Background: an optimization exercise with open tools, aiming at a short achievable clock period and few clock cycles. Do not read the settings as production practice.
At most, simulation tests tie the RTL to the original design; equivalence was not proved.
Power and IR drop assume default switching activity.

Setup of exp/willow:
==> flow/design.v (excerpt) <==
module cpuTop (
	input  logic        clk,
	input  logic        rst,
	input  logic [17:0] wbDatIn,
	input  logic        wbAck,
	output logic [15:0] wbAdr,
	output logic [15:0] wbDatOut,
	output logic        wbWe,
	output logic        wbCyc,
	output logic        wbStb
);
Size: ~6700 cells after synthesis, about 1700 flip-flops, roughly 56 I/O pins, ~0.092 mm2 of cells after synthesis.
clock: 11.0 ns
lec_check: 0
cap_margin: 20
core_margin: 2
core_utilization: 40
slew_margin: 20
standard.sh (not shown) runs the stock make flow with config.mk's settings and CLKGATE_MAP_FILE= SYNTH_SCRIPT=/design/flow/synth_recipe.tcl, a recipe that flattens the netlist after the stock synthesis.
==> flow/flow/run.sh <==
#!/bin/bash
set -euo pipefail
bash standard.sh SETUP_SLACK_MARGIN=8 "BUFFER_PORTS_ARGS=-buffer_cell sky130_fd_sc_hd__buf_4" finish > make_finish.log 2>&1
diff inputs: exp/willow => exp/quartz
--- a/flow/design.v
+++ b/flow/design.v
@@ -120,15 +120,15 @@
 	logic [17:0] dIr;
 	logic [15:0] dPc, dPred;
 	logic [3:0]  dIdxA, dIdxS;
 	logic        eV;
 	logic [3:0]  eOp;
 	logic        eSub, eWr, eFlagWr, eLowSub;
 	logic [3:0]  eWIdx;
-	logic [15:0] eA, eB, eS, eBX;
+	logic [15:0] eA, eB, eS;
 	logic        eFwdA, eFwdB, eFwdS;
 	logic        eLd, eSt;
 	logic [1:0]  eAdrSel;
 	logic        eJcc, eCall, eRet;
 	logic [1:0]  eCond;
 	logic [15:0] eTarget, ePcInc, ePred;
 	logic        eEqT, eEqI, eRetEq;
@@ -151,15 +151,15 @@
 	logic [15:0] A, B, S, bOp, res, memAdr, npc, npcZ, npcNZ;
 	logic [16:0] sum;
 	logic        curLow, curNeg, curZero, takenZ, takenNZ, mispZ, mispNZ, mispO;
 	logic        misp, eMem, eStall, eGo;
 	assign A = eFwdA ? r1 : eA;
 	assign B = eFwdB ? r1 : eB;
 	assign S = eFwdS ? r1 : eS;
-	assign bOp = eFwdB ? (eSub ? ~r1 : r1) : eBX;
+	assign bOp = eSub ? ~B : B;
 	always_comb begin
 		logic [15:0] g, p, gg, pp, c;
 		g = A & bOp;
 		p = A ^ bOp;
 		gg = g;
 		pp = p;
 		for (int d = 1; d < 16; d = d * 2)
@@ -527,15 +527,14 @@
 			eSub <= dOp == OP_SUB;
 			eWr <= dWr;
 			eWIdx <= dWIdx;
 			eFlagWr <= flagWr;
 			eLowSub <= flagWr && (op == 4'd3 || op == 4'd11);
 			eA <= rdA;
 			eB <= valB;
-			eBX <= (dOp == OP_SUB) ? ~valB : valB;
 			eS <= rdS;
 			eFwdA <= eV && eWr && eWIdx == idxA;
 			eFwdB <= useRegB && eV && eWr && eWIdx == rs;
 			eFwdS <= eV && eWr && eWIdx == idxS;
 			eLd <= isLd;
 			eSt <= isSt;
 			eAdrSel <= isPush ? 2'd1 : isPop ? 2'd2 : 2'd0;
@@ -550,15 +549,14 @@
 			eEqI <= dPred == dPcInc;
 			eRetEq <= rdA == dPred;
 			if (isLd)
 				ldDst <= isPop ? rp : rd;
 		end else if (eV) begin
 			eA <= A;
 			eB <= B;
-			eBX <= eSub ? ~B : B;
 			eS <= S;
 			eRetEq <= A == ePred;
 			eFwdA <= 1'b0;
 			eFwdB <= 1'b0;
 			eFwdS <= 1'b0;
 		end
 	end
==> results.txt <==
Worst setup path endpoint = fpc[9]$_SDFFE_PP0P_: exp/willow; worst setup path endpoint = wbAdr[15]$_SDFF_PP0_: exp/quartz
From exp/willow to exp/quartz the numbers moved as follows: static leakage power decreased 3.9%; count of multi-input combinational gates decreased about 3.3%; share of the clock period used by the worst path increased 0.15 points; initial detailed-routing violation count decreased about 8%; clock buffer count in the final layout increased 6.
Delta (exp/quartz minus exp/willow): met3 layer usage reported by global route saw a decrease; met1 wire length saw a decrease; peak ir drop on the vdd network saw an increase.
Comparing number of tapcells for exp/quartz and exp/willow, the smaller number came from exp/quartz.
No run of this note included a check of the RTL's function; only the layout flow was run.

--- another note on this design; it stands on its own ---

// cpuTop
module cpuTop (
	input  logic        clk,
	input  logic        rst,
	input  logic [17:0] wbDatIn,
	input  logic        wbAck,
	output logic [15:0] wbAdr,
	output logic [15:0] wbDatOut,
	output logic        wbWe,
	output logic        wbCyc,
	output logic        wbStb
);
For scale: ~6,900 cells after synthesis, roughly 1,800 flip-flops, roughly 0.093 mm^2 of cells after synthesis.
==> flow/config.mk <==
export PLATFORM = sky130hd
export DESIGN_NAME = cpuTop
export DESIGN_NICKNAME = cpuTop
export VERILOG_FILES = /design/flow/design.v
export SDC_FILE = /design/flow/constraint.sdc
export NUM_CORES = 4
export LEC_CHECK = 0
export CAP_MARGIN = 20
export CORE_MARGIN = 2
export CORE_UTILIZATION = 40
export CTS_CLUSTER_DIAMETER = 60
export CTS_CLUSTER_SIZE = 24
export SLEW_MARGIN = 20
==> flow/constraint.sdc <==
create_clock -name core_clock -period 11.0 [get_ports {clk}]
set_input_delay 2.2000 -clock core_clock [delete_from_list [all_inputs] [get_ports {clk}]]
set_output_delay 2.2000 -clock core_clock [all_outputs]
set_load 0.01 [all_outputs]
standard.sh (not shown) runs the stock make flow with config.mk's settings and CLKGATE_MAP_FILE= SYNTH_SCRIPT=/design/flow/synth_recipe.tcl, a recipe that flattens the netlist after the stock synthesis.
==> flow/flow/run.sh <==
#!/bin/bash
set -euo pipefail
bash standard.sh SETUP_SLACK_MARGIN=8 "BUFFER_PORTS_ARGS=-buffer_cell sky130_fd_sc_hd__buf_4" finish > make_finish.log 2>&1
Testbench counts at the start, summed over its fixed seeds: cycles 42,349.
Change:
==> flow/flow/run.sh (replaced) <==
#!/bin/bash
set -euo pipefail
bash standard.sh SETUP_SLACK_MARGIN=7.6 "BUFFER_PORTS_ARGS=-buffer_cell sky130_fd_sc_hd__buf_4" finish > make_finish.log 2>&1
After rerunning: Utilization went down by 2.9 points; synthesized cell count is unchanged; fmax fell by 1.3%; sequential share of layout area grows by 2.6 points; cell count goes down by 2.8%; global-route usage goes down by 1.3 points; register-to-register slack got worse by 0.11 ns; area after synthesis is unchanged.

---

Starting RTL as in the previous note.
// cpuTop
module cpuTop (
	input  logic        clk,
	input  logic        rst,
	input  logic [17:0] wbDatIn,
	input  logic        wbAck,
	output logic [15:0] wbAdr,
	output logic [15:0] wbDatOut,
	output logic        wbWe,
	output logic        wbCyc,
	output logic        wbStb
);
clock: 11.0 ns
lec_check: 0
cap_margin: 20
core_margin: 2
core_utilization: 40
slew_margin: 20
==> flow/flow/run.sh <==
#!/bin/bash
set -euo pipefail
bash standard.sh SETUP_SLACK_MARGIN=8 "BUFFER_PORTS_ARGS=-buffer_cell sky130_fd_sc_hd__buf_4" finish > make_finish.log 2>&1
Testbench counts at the start, summed over its fixed seeds: cycles 42,349.
Edit:
--- a/flow/config.mk
+++ b/flow/config.mk
@@ -9,3 +9,5 @@
 export CORE_MARGIN = 2
 export CORE_UTILIZATION = 40
+export CTS_CLUSTER_DIAMETER = 80
+export CTS_CLUSTER_SIZE = 32
 export SLEW_MARGIN = 20
Routed wire length went down by 0.53%.
First-iteration DRC count rose by 0.50%.
Count of clock-buffer cells in the layout is lower by 115.
Final area is lower by 1.7%.
Global-route usage went down by 0.37 points.

-- port drivers added, routing unchanged --
Ports are ideal in the flow. The routed layouts listed here were re-timed in OpenROAD. Step 1 sets driving cells, clkbuf_16 on the clock port and buf_2 on the other inputs (assumed; they add their load-dependent delay and slew). Step 2, shift: input delay + t, output delay - t, t = (earliest + latest rising clock arrival at the registers) / 2. This alone moves slack from input paths to output paths. Slacks: ideal ports / drivers / drivers and shift; pairs: ideal ports / drivers.
run	t (ns)	slack for setup (ns)	clock arrival spread, ns	worst register clock-pin slew, ns
exp/willow	0.950	7.343 / 7.247 / 6.298	0.051 / 0.051	0.07 / 0.07
exp/quartz	0.968	7.326 / 7.296 / 6.523	0.074 / 0.073	0.07 / 0.07
the first run of note 2	0.950	7.379 / 7.301 / 6.592	0.055 / 0.055	0.09 / 0.09
the second run of note 2	0.945	7.333 / 7.309 / 6.571	0.086 / 0.086	0.10 / 0.10
the first run of note 3	0.966	7.396 / 7.298 / 6.613	0.075 / 0.076	0.07 / 0.07
the second run of note 3	0.895	7.396 / 7.362 / 6.549	0.084 / 0.083	0.12 / 0.12
After both steps setup and hold are still met in every run listed. The setup slack of exp/willow, which loses most, moves by -0.096 ns with the drivers and by -1.045 ns with both steps.
